Background: an optimization exercise with open tools, aiming at small area, a short achievable clock period and few clock cycles. Do not read the settings as production practice.
At most, simulation tests tie the RTL to the original design; equivalence was not proved.
Power is estimated from default activity; no workload was simulated.

JK:
==> flow/design.v (excerpt) <==
module search_top
#(
  parameter int DIM = 4,
  parameter int PQ_LENGTH = 5,
  parameter int IN_DEPTH = 4,
  parameter int OUT_CREDITS = 2
) (
  input  logic                   clk_100mhz,
  input  logic                   sys_rst,
  input  logic                   in_valid,
  input  logic [1:0]             in_op,
  input  logic [$clog2(DIM)-1:0] in_index,
  input  logic [15:0]            in_data,
  input  logic [15:0]            in_id,
  output logic                   in_credit,
  output logic                   res_valid,
  output logic [15:0]            res_id,
  output logic [39:0]            res_dist,
  output logic                   res_last,
  input  logic                   out_credit
);
  localparam int DW = 35;    
  localparam int NQ = PQ_LENGTH;
  logic in_q, in_c, in_e;
  assign in_q = in_valid && (in_op == 2'd0);
  assign in_c = in_valid && (in_op == 2'd1);
  assign in_e = in_valid && (in_op == 2'd2);
  logic       busy;       
  logic       cq;         
  logic [2:0] owed;       
  logic [3:0] nfree;      
  logic       withhold;
  logic       credit_d;
  logic       r_e, d_e, s_e, pe, drain_on;
  assign busy     = r_e || d_e || s_e || pe || drain_on;
  assign withhold = busy && (nfree > 4'd3 + 4'(owed)) && (in_c || in_e);
  assign credit_d = (in_valid && !withhold) || (!busy && (owed != 3'd0));
  always_ff @(posedge clk_100mhz) begin
    if (sys_rst) begin
      in_credit <= 1'b0;
      owed      <= 3'd0;
      nfree     <= 4'd0;
      cq        <= 1'b0;
    end else begin
      in_credit <= credit_d;
      owed      <= owed + 3'(in_valid) - 3'(credit_d);
      if (!busy) begin
        nfree <= 4'd0;
      end else if (in_c || in_e) begin
        nfree <= nfree + 4'd1;
      end
      if (in_e) begin
        cq <= 1'b0;
      end else if (in_c && in_index == 2'(DIM - 1)) begin
        cq <= 1'b1;
      end
    end
  end
  logic [15:0] cand_id;
  always_ff @(posedge clk_100mhz) begin
    if (in_c && in_index == 2'(DIM - 1)) begin
      cand_id <= in_id;
    end
  end
  logic        r_q, r_c;
  logic [1:0]  r_idx;
  logic [15:0] r_data;
  always_ff @(posedge clk_100mhz) begin
    if (sys_rst) begin
      r_q <= 1'b0;
      r_c <= 1'b0;
      r_e <= 1'b0;
    end else begin
      r_q <= in_q;
      r_c <= in_c;
  ...
export LEC_CHECK = 0
export CAP_MARGIN = 20
export CORE_MARGIN = 2
export CORE_UTILIZATION = 40
export CTS_CLUSTER_DIAMETER = 150
export CTS_CLUSTER_SIZE = 20
export SLEW_MARGIN = 20
create_clock -name core_clock -period 14.0 [get_ports {clk_100mhz}]
standard.sh (not shown) runs the stock make flow with config.mk's settings and CLKGATE_MAP_FILE= SYNTH_SCRIPT=/design/flow/synth_recipe.tcl, a recipe that flattens the netlist after the stock synthesis.
==> flow/flow/run.sh <==
#!/bin/bash
# Standard layout, with repair_timing aiming for extra setup slack.
set -euo pipefail
bash standard.sh SETUP_SLACK_MARGIN=10 finish > standard.log 2>&1
The final layout from JK, which completed every stage, passed the timing, design-rule and antenna checks at the end of the flow.
Testbench counts of JK, summed over its fixed seeds: cycles 18,880.
Modified inputs, MS compared to JK
- an added ABC_AREA of 1
- a change of CTS_CLUSTER_SIZE from 20 to 25
- MS against JK: relative slew slack increased by 8.6 points relative to the old numbers, wire length increased by 6700 µm relative to the old numbers, minimum period implied by the final worst setup slack increased by 0.043 ns relative to the old numbers.
- Taking JK over MS, the non-clock buffer total of the final layout ratio works out to 0.877.
- Sequential share of layout area: MS lower than JK

Setup of lane 1:
search_top, a different RTL version from the one above (not shown whole).
Size in the first run: ~2200 cells after synthesis, ~630 flip-flops, about 99 I/O pins, about 30000 um^2 of cells after synthesis.
export LEC_CHECK = 0
export CAP_MARGIN = 20
export CORE_MARGIN = 2
export CORE_UTILIZATION = 60
export CTS_CLUSTER_DIAMETER = 150
export CTS_CLUSTER_SIZE = 25
export SLEW_MARGIN = 20
create_clock -name core_clock -period 14.0 [get_ports {clk_100mhz}]
Scripts as last shown in full above: flow/flow/run.sh
Lane 1 reached the final stage; the timing, design-rule and antenna checks on its layout passed.
Edits applied to the flow inputs when going from lane 1 to lane 2:
==> flow/flow/run.sh <==
#!/bin/bash
# Standard layout, with repair_timing aiming for extra setup slack and plain
# buffers on the ports.
set -euo pipefail
bash standard.sh SETUP_SLACK_MARGIN=10 "BUFFER_PORTS_ARGS=-buffer_cell sky130_fd_sc_hd__buf_2" finish > standard.log 2>&1
Notes after the runs:
Final RePlAce weighted congestion down about 2% in lane 2 wrt lane 1
The utilization on lane 1 is in line with that on lane 2.
Compared with lane 1, in lane 2 total wire length after detailed routing saw an increase; part of the total power dissipated in combinational logic +0.6 points; routed metal-1 wire length lost 1.6%; fraction of area in non-clock buffers stayed essentially flat; combined flip-flop and latch cell area saw little to no change.
On clock buffer count in the final layout: between lane 1 and lane 2, it ends up lower for lane 2.
Function was not checked in any run of this note: the RTL went through the layout flow alone.

Setup of build 4:
search_top, a different RTL version from the one above (not shown whole).
Size in the first run: roughly 2,300 cells after synthesis, roughly 630 flip-flops.
Settings: LEC_CHECK=0, CAP_MARGIN=20, CORE_MARGIN=2, CORE_UTILIZATION=60, CTS_BUF_LIST=sky130_fd_sc_hd__clkbuf_8 sky130_fd_sc_hd__clkbuf_16, CTS_CLUSTER_DIAMETER=150, CTS_CLUSTER_SIZE=25, SLEW_MARGIN=20; clock period 14.0 ns.
==> flow/flow/run.sh <==
#!/bin/bash
# Standard layout, with repair_timing aiming for extra setup slack and plain
# buffers on the ports.
set -euo pipefail
bash standard.sh SETUP_SLACK_MARGIN=10 "BUFFER_PORTS_ARGS=-buffer_cell sky130_fd_sc_hd__buf_2" finish > standard.log 2>&1
Build 4: done, clean on timing, DRC and antenna
Testbench counts of build 4, summed over its fixed seeds: cycles 18,905.
--- input diff build 4..build 94 ---
diff --git a/flow/config.mk b/flow/config.mk
--- a/flow/config.mk
+++ b/flow/config.mk
@@ -10,5 +10,4 @@
 export CORE_UTILIZATION = 60
-export CTS_BUF_LIST = sky130_fd_sc_hd__clkbuf_8 sky130_fd_sc_hd__clkbuf_16
 export CTS_CLUSTER_DIAMETER = 150
-export CTS_CLUSTER_SIZE = 25
+export CTS_CLUSTER_SIZE = 28
 export SLEW_MARGIN = 20
Results
Fraction of met2 tracks used by global routing delta (build 4 -> build 94): insignificant. | worst max-slew margin expressed relative to the limit | higher: build 94 |. Build 94 vs. build 4: per-cell routed wire length level, total power consumption of the routed design decreased 0.61%. Compared with build 4, build 94 shows a lower final critical-path setup slack. Looking at critical path startpoint, the h_d[18]$_DFFE_PP_ result is from build 4; the h_d[34]$_DFFE_PP_ one comes from build 94.

Another version of the RTL of search_top (not shown whole).
Size: ~2,300 cells after synthesis, roughly 630 flip-flops, about 99 I/O pins, roughly 0.030 mm^2 of cells after synthesis.
Settings: LEC_CHECK=0, CAP_MARGIN=20, CORE_MARGIN=2, CORE_UTILIZATION=60, CTS_CLUSTER_DIAMETER=300, CTS_CLUSTER_SIZE=25, SLEW_MARGIN=20; clock period 14.0 ns.
==> flow/flow/run.sh <==
#!/bin/bash
# Standard layout, with repair_timing aiming for extra setup slack.
set -euo pipefail
bash standard.sh SETUP_SLACK_MARGIN=10 finish > standard.log 2>&1
Testbench counts at the start, summed over its fixed seeds: cycles 18,955.
Change:
==> flow/flow/run.sh (replaced) <==
#!/bin/bash
# Standard layout, with repair_timing aiming for extra setup slack and plain
# buffers on the ports.
set -euo pipefail
bash standard.sh SETUP_SLACK_MARGIN=10 "BUFFER_PORTS_ARGS=-buffer_cell sky130_fd_sc_hd__buf_2" finish > standard.log 2>&1
- CTS_CLUSTER_DIAMETER: 300 -> 150
After rerunning: Clock power barely changes. Core utilization came out lower by 0.48 points. Final area went down by 0.73%. Die area stays the same. Worst setup slack barely changes. Cell count stays the same. Wire length shrinks by 0.76%. Hold slack loses 5.3 ps. Via count is about the same.

RTL: one of the versions met above, not the one the previous note started from.
Size: about 2,600 cells after synthesis, about 570 flip-flops, ~0.031 mm2 of cells after synthesis.
// search_top
module search_top
#(
  parameter int DIM = 4,
  parameter int PQ_LENGTH = 5,
  parameter int IN_DEPTH = 4,
  parameter int OUT_CREDITS = 2
) (
  input  logic                   clk_100mhz,
  input  logic                   sys_rst,
  input  logic                   in_valid,
  input  logic [1:0]             in_op,
  input  logic [$clog2(DIM)-1:0] in_index,
  input  logic [15:0]            in_data,
  input  logic [15:0]            in_id,
  output logic                   in_credit,
  output logic                   res_valid,
  output logic [15:0]            res_id,
  output logic [39:0]            res_dist,
  output logic                   res_last,
  input  logic                   out_credit
);
  localparam int DW = 35;    
  localparam int NQ = PQ_LENGTH;
  logic in_q, in_c, in_e;
  assign in_q = in_valid && (in_op == 2'd0);
  assign in_c = in_valid && (in_op == 2'd1);
  assign in_e = in_valid && (in_op == 2'd2);
  logic       busy;       
  logic       cq;         
  logic [2:0] owed;       
  logic [3:0] nfree;      
  logic       withhold;
  logic       credit_d;
  logic       r_e, d_e, s_e, pe, drain_on;
  assign busy     = r_e || d_e || s_e || pe || drain_on;
  assign withhold = busy && (nfree > 4'd3 + 4'(owed)) && (in_c || in_e);
  assign credit_d = (in_valid && !withhold) || (!busy && (owed != 3'd0));
  always_ff @(posedge clk_100mhz) begin
    if (sys_rst) begin
      in_credit <= 1'b0;
      owed      <= 3'd0;
      nfree     <= 4'd0;
      cq        <= 1'b0;
    end else begin
      in_credit <= credit_d;
      owed      <= owed + 3'(in_valid) - 3'(credit_d);
      if (!busy) begin
        nfree <= 4'd0;
      end else if (in_c || in_e) begin
        nfree <= nfree + 4'd1;
      end
      if (in_e) begin
        cq <= 1'b0;
      end else if (in_c && in_index == 2'(DIM - 1)) begin
        cq <= 1'b1;
      end
    end
  end
  logic [15:0] cand_id;
  ...
Settings: LEC_CHECK=0, CAP_MARGIN=20, CORE_MARGIN=2, CORE_UTILIZATION=40, CTS_CLUSTER_DIAMETER=150, CTS_CLUSTER_SIZE=25, SLEW_MARGIN=20; clock period 14.0 ns.
==> flow/flow/run.sh <==
#!/bin/bash
# Standard layout, with repair_timing aiming for extra setup slack.
set -euo pipefail
bash standard.sh SETUP_SLACK_MARGIN=10 finish > standard.log 2>&1
The first run passed the timing, design-rule and antenna checks.
Testbench counts at the start, summed over its fixed seeds: cycles 18,880.
Rerun with:
- CORE_UTILIZATION: 40 -> 60
Result: Cell count fell by roughly a tenth. Global-route usage rises by 8.1 points. Power is higher slightly. Utilization came out higher by 22 points. Clock skew falls by 19 ps. Hold slack gains 10 ps.

[separate check: timing with driven ports]
The flow's constraints put no driver on any port. The routed layouts listed below were extracted and timed again, unchanged, in two steps. Step 1, drivers: a clkbuf_16 drives clk_100mhz and a buf_2 each remaining input, both assumed. Step 2 adds t to the input delays and takes it off the output delays; t is the mean of the earliest and latest rising clock arrival at the registers after step 1. Input paths then give back, and output paths get back, about the clock's delay inside the block. a / b / c = ideal / step 1 / step 2; a / b = the first two.
run | t, ns | setup slack, ns | latest minus earliest clock arrival (ns) | worst slew at a driven data input, ns
JK | 0.639 | 9.886 / 9.870 / 9.258 | 0.033 / 0.033 | 0.07
MS | 0.676 | 9.844 / 9.840 / 9.163 | 0.059 / 0.059 | 0.07
lane 1 | 0.651 | 9.642 / 9.642 / 9.220 | 0.051 / 0.050 | 0.05
lane 2 | 0.664 | 9.607 / 9.607 / 9.260 | 0.049 / 0.049 | 0.06
build 4 | 0.649 | 10.004 / 9.947 / 9.550 | 0.028 / 0.028 | 0.04
build 94 | 0.647 | 9.997 / 9.940 / 9.555 | 0.039 / 0.039 | 0.04
the first run of note 4 | 0.641 | 9.987 / 9.934 / 9.482 | 0.029 / 0.029 | 0.05
the second run of note 4 | 0.643 | 9.987 / 9.930 / 9.610 | 0.027 / 0.026 | 0.04
the first run of note 5 | 0.660 | 9.872 / 9.814 / 9.248 | 0.046 / 0.046 | 0.07
the second run of note 5 | 0.636 | 9.936 / 9.879 / 9.331 | 0.034 / 0.034 | 0.05
After both steps every run listed still meets setup and hold. For MS, which loses most, drivers alone change the setup slack by -0.004 ns; drivers and shift together by -0.681 ns.
